Context: an optimization exercise on an open-source flow, tuned for small area and a short achievable clock period. The choices shown serve that exercise and are no tape-out recipe.
In this exercise RTL edits were held to simulation tests only and were not proved equivalent to the original.
No activity file was given, so power comes from the tool's default toggle rates.

## lagoon
Design timerTop, start of the top module:
module timerTop (
  input  wire                       CPUbus,
  input  wire                       arstN,
  input  wire                       hSel,
  input  wire [32-1:0]        hAddr,
  input  wire [1:0]                 hTrans,
  input  wire                       hWrite,
  input  wire [32-1:0]       hWdata,
  input  wire                       hReady,
  input  wire [2:0]                 evnt,
  output logic [32-1:0]      hRdata,
  output logic                      hReadyOut,
  output logic                      hResp,
  output logic [2-1:0]  pwm,
  output logic                      intr
);
Size in the first run: ~1,900 cells after synthesis, roughly 370 flip-flops, roughly 110 I/O pins, roughly 20,000 um^2 of cells after synthesis.
export LEC_CHECK = 0
export CAP_MARGIN = 20
export CORE_MARGIN = 2
export CORE_UTILIZATION = 50
export CTS_CLUSTER_DIAMETER = 80
export CTS_CLUSTER_SIZE = 24
export GPL_ROUTABILITY_DRIVEN = 0
export SETUP_SLACK_MARGIN = 2.5
export SLEW_MARGIN = 20
export TNS_END_PERCENT = 5
create_clock -name core_clock -period 5.5 [get_ports {CPUbus}]
standard.sh (not shown) runs the stock make flow with config.mk's settings and CLKGATE_MAP_FILE= SYNTH_SCRIPT=/design/flow/synth_recipe.tcl, a recipe that flattens the netlist after the stock synthesis.
==> flow/flow/run.sh <==
#!/bin/bash
# Own layout flow: the standard flow, step by step, with the standard
# synthesis unchanged. The only difference from the standard layout is that
# every input and output port is buffered with a plain buf_2 instead of the
# buffer cell buffer_ports would otherwise pick. Each step's full output goes
# to its own log file here; ORFS also keeps its per-step logs under orfs/logs.
set -euo pipefail
export BUFFER_PORTS_ARGS="-buffer_cell sky130_fd_sc_hd__buf_2"
for step in synth floorplan place cts route finish; do
  bash standard.sh "$step" > "$step.log" 2>&1
done
The flow did not stop early for lagoon: all stages ran, and the layout cleared the timing, DRC and antenna checks.
Setup changes, lagoon to violet
- a change of TNS_END_PERCENT from 5 to 10
- a change of SETUP_SLACK_MARGIN from 2.5 to 2.8
- a change of CTS_CLUSTER_SIZE from 24 to 20
- a change of CTS_CLUSTER_DIAMETER from 80 to 60
- a deleted GPL_ROUTABILITY_DRIVEN that had been 0
==> flow/flow/run.sh <==
#!/bin/bash
# Own layout flow: the standard flow (standard synthesis unchanged), with
# every input and output port buffered by a plain buf_2 instead of the buffer
# cell buffer_ports would pick by itself. Each tool's output goes to its own
# log file here; ORFS keeps its per-step logs under orfs/logs.
set -euo pipefail
export BUFFER_PORTS_ARGS="-buffer_cell sky130_fd_sc_hd__buf_2"
bash standard.sh synth > synth.log 2>&1
bash standard.sh finish > layout.log 2>&1
--- outcome ---
In violet the global-route wire length before repair turned out about 3% higher than in lagoon. In terms of tightest slew margin relative to the limit, lagoon and violet differ only marginally. Launch point of the critical path: timerValue[20] -> violet, rdSel[4] -> lagoon. Measured against violet, the clock power of lagoon comes out at 0.72 times the reference value. Between violet and lagoon, met3 global-route usage is lower for lagoon, violet comes in above that. Looking at total power, violet sits about 12% above lagoon. Area: violet vs lagoon -> violet larger.
What quartz does differently from violet at the input level:
- SETUP_SLACK_MARGIN now 2.65, was 2.8
- CTS_CLUSTER_SIZE now 24, was 20
- TNS_END_PERCENT now 5, was 10
- CTS_CLUSTER_DIAMETER now 80, was 60
==> flow/flow/run.sh <==
#!/bin/bash
# Own layout flow: the standard flow, step by step, with the standard
# synthesis unchanged. The only difference from the standard layout is that
# every input and output port is buffered with a plain buf_2 instead of the
# buffer cell buffer_ports would otherwise pick. Each step's full output goes
# to its own log file here; ORFS also keeps its per-step logs under orfs/logs.
set -euo pipefail
export BUFFER_PORTS_ARGS="-buffer_cell sky130_fd_sc_hd__buf_2"
for step in synth floorplan place cts route finish; do
  bash standard.sh "$step" > "$step.log" 2>&1
done
### Flow results
- Having completed the whole flow, quartz delivered a layout that passed the timing, DRC and antenna checks.
- Sort quartz and violet by signed area change from the synthesized netlist to the final layout asc -> top: quartz
- Against violet as the reference, quartz delivers a lower met2 layer usage reported by global route.
- From violet to quartz the numbers moved as follows: final standard cell count with taps included and fillers excluded dropped 35, count of nets after finishing dropped 26.
- Between quartz and violet, the clock network contribution to total cell area is higher for violet.
Here is what was changed in the inputs of amber compared with quartz.
- TNS_END_PERCENT: 5 -> 10
- SETUP_SLACK_MARGIN: 2.65 -> 2.5
==> flow/flow/run.sh <==
#!/bin/bash
# Own layout flow: the standard flow (standard synthesis unchanged), with
# every input and output port buffered by a plain buf_2 instead of the buffer
# cell buffer_ports would pick by itself. Each tool's output goes to its own
# log file here; ORFS keeps its per-step logs under orfs/logs.
set -euo pipefail
export BUFFER_PORTS_ARGS="-buffer_cell sky130_fd_sc_hd__buf_2"
bash standard.sh synth > synth.log 2>&1
bash standard.sh finish > layout.log 2>&1
## What came out
- Fraction of power consumed by combinational cells: amber < quartz
- Via count of amber falls short of that of quartz slightly.
- Taking quartz as the reference, in amber sequential portion of the cell area went up by 1.0 points; growth of design area from synthesis to finish now smaller; final critical-path share of the clock period moved up; final-layout fill cell count went up.
- Taking quartz as the reference, in amber total power shrank by 490 uW; setup slack after layout fell by 0.015 ns.
- amber vs quartz: leakage power of the design down by a few percent
- Compared with quartz, amber shows a routed wire length that is about 2.4% lower.
- amber packs its core looser than quartz.

## afterwards: timing with drivers on the ports
How much do the figures lean on ideal ports? The routed layouts below were timed once more, with nothing changed but the port constraints.
Step 1, drivers: a clkbuf_16 drives CPUbus and a buf_2 each remaining input, both assumed.
Step 2 also shifts input and output timing later by t, the mid clock arrival at the registers, as if the neighbouring blocks saw the same clock.
a / b / c = ideal / step 1 / step 2; a / b = the first two.
| run | t, ns | setup WS [ns] | worst register clock-pin slew, ns | worst data-port slew with drivers (ns) |
|---|---|---|---|---|
| lagoon | 0.619 | 2.481 / 2.423 / 2.290 | 0.10 / 0.10 | 0.05 |
| violet | 0.623 | 2.478 / 2.424 / 2.275 | 0.08 / 0.08 | 0.05 |
| quartz | 0.618 | 2.493 / 2.436 / 2.283 | 0.10 / 0.10 | 0.05 |
| amber | 0.618 | 2.478 / 2.420 / 2.279 | 0.10 / 0.10 | 0.05 |
After both steps setup and hold are still met in every run listed. The setup slack of quartz, which loses most, moves by -0.057 ns with the drivers and by -0.210 ns with both steps.
